This design comes from an exercise in tuning for small area, a short achievable clock period and few clock cycles per item on the open sky130 flow, not from production work.
At most, simulation tests tie the RTL to the original design; equivalence was not proved.

// idct_top
module idct_top (
	input  logic                 CLOCK_50_I,
	input  logic                 resetn,
	input  logic                 start,
	input  idct_pkg::blk_row_t   block_row,
	input  idct_pkg::blk_col_t   block_col,
	output logic                 busy,
	output logic                 done,
	input  idct_pkg::sram_data_t sram_read_data,
	output idct_pkg::sram_data_t sram_write_data,
	output idct_pkg::sram_addr_t sram_address,
	output logic                 sram_we_n
);
==> flow/config.mk <==
export PLATFORM = sky130hd
export DESIGN_NAME = idct_top
export DESIGN_NICKNAME = idct_top
export VERILOG_FILES = /design/flow/design.v
export SDC_FILE = /design/flow/constraint.sdc
export NUM_CORES = 4
export LEC_CHECK = 0
export ABC_AREA = 1
export CAP_MARGIN = 20
export CORE_MARGIN = 2
export CORE_UTILIZATION = 30
export CTS_CLUSTER_DIAMETER = 100
export CTS_CLUSTER_SIZE = 30
export PLACE_DENSITY = 0.5
export SETUP_SLACK_MARGIN = 5
export SLEW_MARGIN = 20
==> flow/constraint.sdc <==
create_clock -name core_clock -period 9.0 [get_ports {CLOCK_50_I}]
set_input_delay 1.8000 -clock core_clock [delete_from_list [all_inputs] [get_ports {CLOCK_50_I}]]
set_output_delay 1.8000 -clock core_clock [all_outputs]
set_load 0.01 [all_outputs]
standard.sh (not shown) runs the stock make flow with config.mk's settings and CLKGATE_MAP_FILE= SYNTH_SCRIPT=/design/flow/synth_recipe.tcl, a recipe that flattens the netlist after the stock synthesis.
==> flow/flow/run.sh <==
#!/bin/bash
set -euo pipefail
bash standard.sh SETUP_SLACK_MARGIN=6.2 finish > flow_make.log 2>&1
Change:
- ABC_AREA: 1 -> not set
- ABC_CLOCK_PERIOD_IN_PS: not set -> 3500
- CORE_UTILIZATION: 30 -> 65
- PLACE_DENSITY: 0.5 -> 0.8
After rerunning:
- The changed run passed the timing, design-rule and antenna checks
- routed wire length shrinks by 14%
- critical path depth is unchanged
- cell area falls by about 2.4%
No functional check of the RTL was part of any run of this note.

---

v8:
idct_top, a different RTL version from the one above (not shown whole).
For scale: roughly 4100 cells after synthesis, about 1900 flip-flops.
export LEC_CHECK = 0
export ABC_CLOCK_PERIOD_IN_PS = 3500
export CAP_MARGIN = 20
export CORE_MARGIN = 2
export CORE_UTILIZATION = 65
export CTS_CLUSTER_DIAMETER = 100
export CTS_CLUSTER_SIZE = 30
export PLACE_DENSITY = 0.8
export SETUP_SLACK_MARGIN = 5
export SLEW_MARGIN = 20
create_clock -name core_clock -period 9.0 [get_ports {CLOCK_50_I}]
==> flow/flow/run.sh <==
#!/bin/bash
set -euo pipefail
bash standard.sh SETUP_SLACK_MARGIN=6.0 finish > flow_make.log 2>&1
v8 closes out successfully: all stages finished, all timing, DRC and antenna checks passed.
Testbench counts of v8, summed over its fixed seeds: cycles 19,072, blocks 128.
Changes in v1 relative to v8:
- PLACE_DENSITY now 0.65, was 0.8
- ABC_AREA now 1, previously not set
- ABC_CLOCK_PERIOD_IN_PS no longer set, was 3500
- CORE_UTILIZATION now 50, was 65
==> flow/flow/run.sh <==
#!/bin/bash
set -euo pipefail
bash standard.sh SETUP_SLACK_MARGIN=6.2 finish > flow_make.log 2>&1
Notes after the runs:
- The die used by v1 is larger than the one used by v8.
- From v8 to v1 the numbers moved as follows: count of multi-input gates increased 29%.
> inputs changed (v1 -> v51)
- CORE_UTILIZATION: 50 -> 65
- ABC_AREA: 1 -> unset
- PLACE_DENSITY: 0.65 -> 0.8
- ABC_CLOCK_PERIOD_IN_PS: unset -> 3500
==> flow/flow/run.sh <==
#!/bin/bash
set -euo pipefail
bash standard.sh SETUP_SLACK_MARGIN=6.4 finish > flow_make.log 2>&1
Results
Between v1 and v51, effective utilization at floorplan increased. Compared to v1, the routing of v51 uses less wire.
Setup changes, v51 to v15
- CORE_UTILIZATION now 70, was 65
- PLACE_DENSITY now 0.85, was 0.8
- ABC_AREA now 1, previously not set
- ABC_CLOCK_PERIOD_IN_PS no longer set, was 3500
==> flow/flow/run.sh <==
#!/bin/bash
set -euo pipefail
bash standard.sh SETUP_SLACK_MARGIN=6.2 finish > flow_make.log 2>&1
### Flow results
v15 ended with less mean instance size in the synthesized netlist than v51.
v15 reports a higher number of cells on the worst reg-to-reg path than v51 does.
Row first-pass GRT wire length: v15 higher / v51 lower
Modified inputs, v42 compared to v15
- removing ABC_AREA (formerly 1)
- changing PLACE_DENSITY from 0.85 to 0.8
- setting ABC_CLOCK_PERIOD_IN_PS to 3500 for the first time
- setting GPL_TIMING_DRIVEN to 1 for the first time
- changing CORE_UTILIZATION from 70 to 65
v42 finished every stage and its layout cleared the timing, design-rule and antenna checks. Summary of v42 over v15: share of synthesized cell area in and, or, nand and nor gates down 2.4 points; final-layout clock-cell area share flat. Compared to v15, v42 reaches a higher achievable clock. v42 gives less count of buffer and inverter cells on the critical path than v15 did. v42 vs v15, termination of the worst setup path: u_ds.y5_57_r1[3] vs u_ds.m1702_1_33_r1[3]. Diff v42 and v15: clock skew lower in v42.
--- input diff v42..v43 ---
- an added TNS_END_PERCENT of 10
- a deleted GPL_TIMING_DRIVEN that had been 1
==> flow/flow/run.sh <==
#!/bin/bash
set -euo pipefail
bash standard.sh SETUP_SLACK_MARGIN=6.5 finish > flow_make.log 2>&1
Findings:
Looking at summed area of non-filler cells in the final layout, v43 sits 950 um2 lower than v42 does.
The uppermost layer routed comes out met4 in one run and met5 in the other, namely in v42 and v43 respectively.
[compare] base=v42 new=v43: count of plain and timing-repair buffers in the layout decreased by 37 relative to the old numbers.
v43 went all the way through the flow, and no timing, DRC or antenna check failed.

---

idct_top, a different RTL version from the one above (not shown whole).
Size: ~4200 cells after synthesis, ~67 I/O pins, about 0.058 sq mm of cells after synthesis.
Design idct_top, start of the top module:
module idct_top (
	input  logic                 CLOCK_50_I,
	input  logic                 resetn,
	input  logic                 start,
	input  idct_pkg::blk_row_t   block_row,
	input  idct_pkg::blk_col_t   block_col,
	output logic                 busy,
	output logic                 done,
	input  idct_pkg::sram_data_t sram_read_data,
	output idct_pkg::sram_data_t sram_write_data,
	output idct_pkg::sram_addr_t sram_address,
	output logic                 sram_we_n
);
==> flow/config.mk <==
export PLATFORM = sky130hd
export DESIGN_NAME = idct_top
export DESIGN_NICKNAME = idct_top
export VERILOG_FILES = /design/flow/design.v
export SDC_FILE = /design/flow/constraint.sdc
export NUM_CORES = 4
export LEC_CHECK = 0
export ABC_CLOCK_PERIOD_IN_PS = 3500
export CAP_MARGIN = 20
export CORE_MARGIN = 2
export CORE_UTILIZATION = 50
export CTS_BUF_LIST = sky130_fd_sc_hd__clkbuf_8
export CTS_CLUSTER_SIZE = 30
export PLACE_DENSITY = 0.65
export SETUP_SLACK_MARGIN = 5
export SLEW_MARGIN = 20
==> flow/constraint.sdc <==
create_clock -name core_clock -period 9.0 [get_ports {CLOCK_50_I}]
set_input_delay 1.8000 -clock core_clock [delete_from_list [all_inputs] [get_ports {CLOCK_50_I}]]
set_output_delay 1.8000 -clock core_clock [all_outputs]
set_load 0.01 [all_outputs]
run.sh (not shown) runs the stock make flow with config.mk's settings and CLKGATE_MAP_FILE= SYNTH_SCRIPT=/design/flow/synth_recipe.tcl, a recipe that flattens the netlist after the stock synthesis.
Stock flow here: none of the scripts above is used.
The baseline ran to the end with no violations.
Testbench counts at the start, summed over its fixed seeds: cycles 19,584, blocks 128.
Edit:
CORE_UTILIZATION = 30   (was 50)
CTS_BUF_LIST = default   (was sky130_fd_sc_hd__clkbuf_8)
CTS_CLUSTER_SIZE = default   (was 30)
PLACE_DENSITY = 0.5   (was 0.65)
=> Fmax rose by 4.4%. Routed wire length increases by about 8%. Cell area came out higher by about 2.8%. Die area went up by 66%. Utilization shrinks by 22 points. Critical path depth climbs by 8. Via count falls by about 2%.

port drivers added, routing unchanged:
How much do the figures lean on ideal ports? The routed layouts below were timed once more, with nothing changed but the port constraints.
Step 1 (the two cells are an assumption about what drives the block):
set clk [get_ports {CLOCK_50_I}]
set_driving_cell -lib_cell sky130_fd_sc_hd__clkbuf_16 $clk
set_driving_cell -lib_cell sky130_fd_sc_hd__buf_2 [delete_from_list [all_inputs] $clk]
Step 2 also shifts input and output timing later by t, the mid clock arrival at the registers, as if the neighbouring blocks saw the same clock.
Slacks: ideal / step 1 / step 2; pairs: ideal / step 1.
run	t, ns	setup slack, ns	hold slack, ns	worst register clock-pin slew, ns	cell pins on the clock port's net
the first run of note 1	0.792	5.928 / 5.851 / 5.493	0.323 / 0.323 / 0.323	0.12 / 0.12	1
the second run of note 1	0.722	5.981 / 5.919 / 5.462	0.321 / 0.321 / 0.321	0.11 / 0.11	1
v8	0.724	5.989 / 5.926 / 5.317	0.324 / 0.324 / 0.324	0.11 / 0.11	1
v1	0.736	5.879 / 5.810 / 5.560	0.312 / 0.312 / 0.312	0.12 / 0.12	1
v51	0.717	6.012 / 5.951 / 5.310	0.312 / 0.312 / 0.312	0.11 / 0.11	1
v15	0.736	5.936 / 5.925 / 5.556	0.325 / 0.325 / 0.325	0.12 / 0.12	1
v42	0.720	5.994 / 5.945 / 5.409	0.322 / 0.322 / 0.322	0.12 / 0.12	1
v43	0.730	5.928 / 5.884 / 5.316	0.323 / 0.323 / 0.323	0.12 / 0.12	1
the first run of note 3	1.013	5.205 / 5.142 / 5.395	0.297 / 0.297 / 0.297	0.07 / 0.07	1
the second run of note 3	0.861	5.364 / 5.289 / 5.364	0.304 / 0.304 / 0.304	0.06 / 0.06	1
After both steps every run listed still meets setup and hold. The setup slack of v51, which loses most, moves by -0.061 ns with the drivers and by -0.702 ns with both steps.
